What follows belongs to an exercise in optimizing a design on an open flow for small area, a short achievable clock period and few clock cycles; a production flow would make more cautious choices.
The RTL was checked by simulation tests, not by an equivalence proof against the original design.
Power and IR drop assume default switching activity.

==> flow/design.v (excerpt) <==
module sobelEdgeTop #(
	parameter int imageWidth   = 16,
	parameter int imageHeight  = 12,
	parameter int screenWidth  = 20,
	parameter int screenHeight = 14,
	localparam int addrWidth = $clog2(imageWidth * imageHeight),
	localparam int xWidth    = $clog2(screenWidth),
	localparam int yWidth    = $clog2(screenHeight)
) (
	input  logic                      clock,
	input  logic                      resetApp,
	input  logic                      loadValid,
	input  logic [addrWidth-1:0]      loadAddr,
	input  sobelPkg::grayT                      loadData,
	input  sobelPkg::viewModeT                  viewMode,
	input  logic [sobelPkg::thresholdCount-1:0] thresholdSelect,
	output logic                      pixelValid,
	input  logic                      pixelReady,
	output logic [xWidth-1:0]         pixelX,
	output logic [yWidth-1:0]         pixelY,
	output sobelPkg::rgbT                       pixelData
);
Size: roughly 55 I/O pins, about 63,000 um2 of cells after synthesis.
make LEC_CHECK=0 CAP_MARGIN=20 CORE_MARGIN=2 CORE_UTILIZATION=50 SETUP_SLACK_MARGIN=3.7 SLEW_MARGIN=20 SYNTH_HIERARCHICAL=1 finish   # period 6.5 ns
run.sh (not shown) runs the stock make flow with config.mk's settings and CLKGATE_MAP_FILE= SYNTH_SCRIPT=/design/flow/synth_recipe.tcl, a recipe that flattens the netlist after the stock synthesis.
The baseline went through all stages and came out clean.
Testbench counts at the start, summed over its fixed seeds: cycles 38,760.
Rerun with:
--- a/flow/config.mk
+++ b/flow/config.mk
@@ -9,4 +9,6 @@
 export CORE_MARGIN = 2
 export CORE_UTILIZATION = 50
+export CTS_CLUSTER_DIAMETER = 60
+export CTS_CLUSTER_SIZE = 26
 export SETUP_SLACK_MARGIN = 3.7
 export SLEW_MARGIN = 20
The new run completed with no timing, DRC or antenna violations. Clock skew rises by 0.015 ns. Core utilization falls by 1.0 points. Power falls by 3.5%. Worst setup slack gains 0.027 ns. Hold slack gains 0.0035 ns. Via count falls by 1.2%. Design area falls by 1.7%. Routed wire length falls by 1.8%. Register-to-register slack gains 0.03 ns.

---

## north
sobelEdgeTop, a different RTL version from the one above (not shown whole).
For scale: about 55 I/O pins.
Settings: LEC_CHECK=0, CAP_MARGIN=20, CORE_MARGIN=2, CORE_UTILIZATION=50, CTS_CLUSTER_DIAMETER=60, CTS_CLUSTER_SIZE=26, SETUP_SLACK_MARGIN=3.7, SLEW_MARGIN=20, SYNTH_HIERARCHICAL=1; clock period 6.5 ns.
Testbench counts of north, summed over its fixed seeds: cycles 38,760.
For south, these inputs were changed with respect to north:
Settings: CTS_CLUSTER_SIZE changed from 26 to 30; SETUP_SLACK_MARGIN changed from 3.7 to 3.85.
==> comparison <==
- Side by side, total number of nets in the final design turned out higher in south than in north.
- Side by side, area of all placed cells without fillers turned out higher in south than in north.
- Final cycle utilization of the critical path: south lower than north
- When south is set beside north, its fraction of cell area in non-clock buffers turns out to be 0.57 points larger.
- south: wire length of the first global-routing pass higher than north

---

## run 1
Another version of the RTL of sobelEdgeTop (not shown whole).
Size in the first run: roughly 5000 cells after synthesis, roughly 62000 sq um of cells after synthesis.
clock: 6.5 ns
lec_check: 0
cap_margin: 20
core_margin: 2
core_utilization: 50
cts_cluster_diameter: 100
cts_cluster_size: 26
setup_slack_margin: 3.8
slew_margin: 20
synth_hierarchical: 1
Every stage of run 1 finished as expected; the final checks, on the other hand, flagged slew limit, which means the layout fails.
Testbench counts of run 1, summed over its fixed seeds: cycles 38,760.
What run 2 does differently from run 1 at the input level:
Settings: a change of CTS_CLUSTER_DIAMETER from 100 to 60; a change of CTS_CLUSTER_SIZE from 26 to 30; a change of SETUP_SLACK_MARGIN from 3.8 to 3.85.
==> results.txt <==
Run 2: PASS, flow complete, no timing, DRC or antenna violations
Clock-buffer cell count, run 1 and run 2: smaller value in run 1
Run 2 ended with more share of the core filled with cells than run 1.
When the final numbers for run 1 and run 2 were put side by side, the worst path setup slack after routing turned out to be smaller in run 1.
The worst-skew pair later-pin latency reported for run 2 is greater than that of run 1 by 0.09 ns.
Total power up 15% in run 2 wrt run 1
For run 3, these inputs were changed with respect to run 2:
Settings: CTS_CLUSTER_DIAMETER now 100, was 60; CTS_CLUSTER_SIZE now 28, was 30.
==> comparison <==
The capture point of the worst path comes out u_sobelKernel.s1Left[7] in one run and u_imageMemory.g_place[77].g_bit[7].u_bit.stored in the other, namely in run 2 and run 3 respectively.
Total of fill cells in the finished design, run 3 and run 2: lower on run 2
Worst-path cell with the longest stage delay = dfxtp_4: run 3; worst-path cell with the longest stage delay = fa_1: run 2
Total design power (run 2 / run 3): 1.15
For the design area, run 3 came in 4.3% lower than run 2 did.
Relative to run 3, the following input files were edited for run 4:
Settings: CTS_CLUSTER_DIAMETER now 60, was 100; CTS_CLUSTER_SIZE now 30, was 28; SETUP_SLACK_MARGIN now 3.95, was 3.85; CORE_UTILIZATION now 55, was 50.
Results
Run 3 and run 4 ended up with nearly the same number of combinational gates with multiple inputs.
Run 3 has higher count of inserted tapcells than run 4.
In the flow results for run 3 and run 4, the reported leakage power is larger on run 4.

==> port drivers added, routing unchanged <==
How much do the figures lean on ideal ports? The routed layouts below were timed once more, with nothing changed but the port constraints. Step 1, drivers: a clkbuf_16 drives clock and a buf_2 each remaining input, both assumed. Step 2 times the ports against the registers' clock, not the clock port: input delays grow and output delays shrink by t, the midpoint of the rising clock arrivals with the driver on. Slacks: no drivers / after step 1 / after step 2; pairs: no drivers / after step 1.
run | t (ns) | setup WS [ns] | slew at the worst register clock pin (ns) | pins driven straight from the clock port
the first run of note 1 | 0.853 | 3.566 / 3.566 / 3.004 | 0.06 / 0.06 | 1
the second run of note 1 | 0.838 | 3.593 / 3.593 / 3.009 | 0.09 / 0.09 | 1
north | 0.836 | 3.724 / 3.685 / 3.089 | 0.10 / 0.10 | 1
south | 0.839 | 3.805 / 3.797 / 3.228 | 0.10 / 0.10 | 1
run 1 | 0.767 | 3.801 / 3.770 / 3.254 | 0.11 / 0.11 | 1
run 2 | 0.845 | 3.835 / 3.773 / 3.195 | 0.09 / 0.09 | 1
run 3 | 0.746 | 3.724 / 3.724 / 3.291 | 0.11 / 0.11 | 1
run 4 | 0.816 | 3.801 / 3.801 / 3.181 | 0.11 / 0.11 | 1
The setup slack of run 2, which loses most, moves by -0.062 ns with the drivers and by -0.640 ns with both steps.
